This design comes from an exercise in tuning for a short achievable clock period and few clock cycles on the open sky130 flow, not from production work. RTL that was checked went through simulation tests only; none was proved equivalent to the original. Power is estimated from default activity; no workload was simulated.

== alpha ==
Design cache_top, start of the top module:
module cache_top (
    input  logic        clk,
    input  logic        rst,
    input  logic        psel,
    input  logic        penable,
    input  logic        pwrite,
    input  logic [31:0] paddr,
    input  logic [31:0] pwdata,
    input  logic [1:0]  psize,
    output logic [31:0] prdata,
    output logic        pready,
    output logic        pslverr,
    output logic        m_psel,
    output logic        m_penable,
    output logic        m_pwrite,
    output logic [31:0] m_paddr,
    output logic [31:0] m_pwdata,
    input  logic [31:0] m_prdata,
    input  logic        m_pready
);
    localparam int NE = 8;    
    logic [15:0] valid;
    logic [15:0] dirty;
    logic [25:0] tag_mem  [16];
    logic [31:0] data_mem [16];
    logic [3:0]  idx;
    logic [25:0] atag;
    logic [1:0]  off;
    logic [3:0]  lanes;
    logic [31:0] wsh;
    assign idx   = paddr[5:2];
    assign atag  = paddr[31:6];
    assign off   = paddr[1:0];
    assign lanes = cache_pkg::apply_size(cache_pkg::size_t'(psize), off);
    assign wsh   = pwdata << {off, 3'b000};
    function automatic logic [31:0] merge(input logic [31:0] old, input logic [31:0] d,
                                          input logic [3:0] m);
        for (int i = 0; i < 4; i++) merge[8*i +: 8] = m[i] ? d[8*i +: 8] : old[8*i +: 8];
    endfunction
    logic [15:0] dec;
    logic [15:0] eq;
    logic        hit;
    logic        vdirty;
    logic [31:0] line;
    logic [25:0] vtag;
    always_comb begin
        for (int i = 0; i < 16; i++) begin
            dec[i] = (idx == 4'(i));
            eq[i]  = valid[i] && (tag_mem[i] == atag);
        end
    end
    assign hit    = |(dec & eq);
    assign vdirty = |(dec & valid & dirty);
    assign line   = data_mem[idx];
    assign vtag   = tag_mem[idx];
    logic c_hit;       
    logic c_miss;      
    logic c_wait;      
    logic c_fwd;       
    logic c_chk;       
    logic pv;          
    logic [31:0] rdata_q;
    logic [31:0] fwd_word;
    logic        st_pend;   
    logic        po_pend;   
    logic [3:0]  st_idx;
    logic [25:0] st_tag;
    logic [31:0] st_word;
    logic        pf_v;
    logic        pf_req;    
    logic        pf_fwd;
    logic [31:0] pf_word;
    logic [3:0]  pf_idx;
    logic [3:0]  pf_mask;
  ...
Size: ~6600 cells after synthesis, roughly 1700 flip-flops, roughly 210 I/O pins, ~93000 µm² of cells after synthesis.
clock: 5.8 ns
lec_check: 0
abc_clock_period_in_ps: 2500
cap_margin: 20
core_margin: 2
core_utilization: 55
setup_slack_margin: 2.9
slew_margin: 20
tns_end_percent: 10
standard.sh (not shown) runs the stock make flow with config.mk's settings and CLKGATE_MAP_FILE= SYNTH_SCRIPT=/design/flow/synth_recipe.tcl, a recipe that flattens the netlist after the stock synthesis.
==> flow/flow/run.sh <==
#!/bin/bash
set -euo pipefail
export BUFFER_PORTS_ARGS="-buffer_cell sky130_fd_sc_hd__buf_6"
bash standard.sh > standard_flow.log 2>&1
alpha: full flow OK, the timing, DRC and antenna checks passed
Input changes introduced in beta (baseline for comparison: alpha):
==> flow/run.sh (new file) <==
#!/bin/bash
# synth_recipe.tcl (not shown) runs the flow's synth.tcl, then flattens the netlist and writes it again
# the make line also repeats each setting of config.mk as NAME=value (left out here)
make -C /OpenROAD-flow-scripts/flow DESIGN_CONFIG=/design/flow/config.mk WORK_HOME=/design/flow/orfs CLKGATE_MAP_FILE= SYNTH_SCRIPT=/design/flow/synth_recipe.tcl finish
removed: flow/flow/run.sh
removed: flow/standard.sh
==> comparison <==
Count of inserted antenna diode cells (higher): alpha. Against alpha, beta reports a global-route wire length before repair that is lower. When beta is set beside alpha, its worst setup skew after layout turns out to be 0.011 ns smaller. Changes observed in beta relative to alpha: number of enable flip-flop cells after synthesis was more or less identical, number of H-tree levels was more or less identical, timing-limited maximum frequency went down by 3.6%, share of the final layout cell area in multi-input gates went down by 0.20 points. Relative to alpha, transition time at the pin with the least slew margin has increased by 0.059 ns in beta. Final critical-path share of the clock period (higher): beta. From alpha to beta the numbers moved as follows: end-of-flow core utilization higher; number of cells on the critical path fell 1.
No run of this note included a check of the RTL's function; only the layout flow was run.

cache_top, a different RTL version from the one above (not shown whole).
Size in the first run: about 1900 flip-flops, about 210 I/O pins.
export LEC_CHECK = 0
export ABC_CLOCK_PERIOD_IN_PS = 2500
export CAP_MARGIN = 20
export CORE_MARGIN = 2
export CORE_UTILIZATION = 55
export SETUP_SLACK_MARGIN = 3.1
export SLEW_MARGIN = 20
export SYNTH_HIERARCHICAL = 1
export SYNTH_MINIMUM_KEEP_SIZE = 0
export TNS_END_PERCENT = 10
create_clock -name core_clock -period 5.8 [get_ports {clk}]
==> flow/flow/run.sh <==
#!/bin/bash
set -euo pipefail
export BUFFER_PORTS_ARGS="-buffer_cell sky130_fd_sc_hd__buf_6"
bash standard.sh > standard_flow.log 2>&1
The starting point finished clean.
Testbench counts at the start, summed over its fixed seeds: cycles 15,856.
Edit:
- SETUP_SLACK_MARGIN: 3.1 -> 2.85
- TNS_END_PERCENT: 10 -> 100
After rerunning:
- The changed run produced a clean layout
- die area does not change
- setup slack is better by 16 ps
- register-to-register slack stays flat
- synthesized cell count does not change
- clock-buffer cell count does not change
- final cell count stays flat
- non-clock buffer count fell by 17

== the baseline ==
cache_top, a different RTL version from the one above (not shown whole).
Size: ~1500 flip-flops, ~210 I/O pins.
export LEC_CHECK = 0
export ABC_CLOCK_PERIOD_IN_PS = 3000
export CAP_MARGIN = 20
export CORE_MARGIN = 2
export CORE_UTILIZATION = 40
export SETUP_SLACK_MARGIN = 2.6
export SLEW_MARGIN = 20
create_clock -name core_clock -period 5.8 [get_ports {clk}]
run.sh (not shown) runs the stock make flow with config.mk's settings and CLKGATE_MAP_FILE= SYNTH_SCRIPT=/design/flow/synth_recipe.tcl, a recipe that flattens the netlist after the stock synthesis.
Stock flow here: none of the scripts above is used.
Every stage of the flow completed for the baseline, and the final layout passed the timing, DRC and antenna checks.
Testbench counts of the baseline, summed over its fixed seeds: cycles 15,996.
Changes in the candidate relative to the baseline:
- changing ABC_CLOCK_PERIOD_IN_PS from 3000 to 2500
- changing CORE_UTILIZATION from 40 to 55
- changing SETUP_SLACK_MARGIN from 2.6 to 2.9
Results
Against the baseline, the candidate comes in 0.11 ns lower on peak per-stage delay on the critical path.
Combinational power grows by more than 10% when moving from the baseline to the candidate.
The core of the candidate is more densely filled than that of the baseline.
Setup slack up 0.16 ns in the candidate wrt the baseline
Taking the baseline as the reference, in the candidate register bit total from synthesis ~0 delta, area added between synthesis and finish grew by 8.9 points, total buffers and inverters traversed by the critical path went up, fraction of area in clock buffers and inverters saw a decrease, power held steady.
No stage failed in the candidate, and the final checks on the layout all came back clean.
The candidate ended up with a higher all-layer global routing usage than the baseline did.
The candidate — power per cell area about 7% lower, the baseline as reference

-- port drivers added, routing unchanged --
No port has a modelled driver above. Below, the same layouts with a new extraction and two added sets of constraints.
Step 1, drivers: a clkbuf_16 drives clk and a buf_2 each remaining input, both assumed.
Step 2 also shifts input and output timing later by t, the mid clock arrival at the registers, as if the neighbouring blocks saw the same clock.
Three values: ideal, step 1, step 2; two values: the first two.
run	t, ns	slack for setup (ns)	worst setup path at the end	clock arrival spread, ns	worst register clock-pin slew, ns
alpha	0.943	2.373 / 2.319 / 1.570	input to register	0.049 / 0.049	0.07 / 0.07
beta	0.939	2.246 / 2.246 / 1.388	input to register	0.031 / 0.031	0.07 / 0.07
the first run of note 2	0.944	2.634 / 2.549 / 1.630	input to register	0.045 / 0.046	0.07 / 0.07
the second run of note 2	0.956	2.650 / 2.556 / 1.703	input to register	0.044 / 0.044	0.07 / 0.07
the baseline	0.915	2.412 / 2.317 / 1.402	input to register	0.041 / 0.042	0.07 / 0.07
the candidate	0.895	2.569 / 2.384 / 1.489	input to register	0.031 / 0.031	0.07 / 0.07
After both steps setup and hold are still met in every run listed. The setup slack of the candidate, which loses most, moves by -0.185 ns with the drivers and by -1.080 ns with both steps.
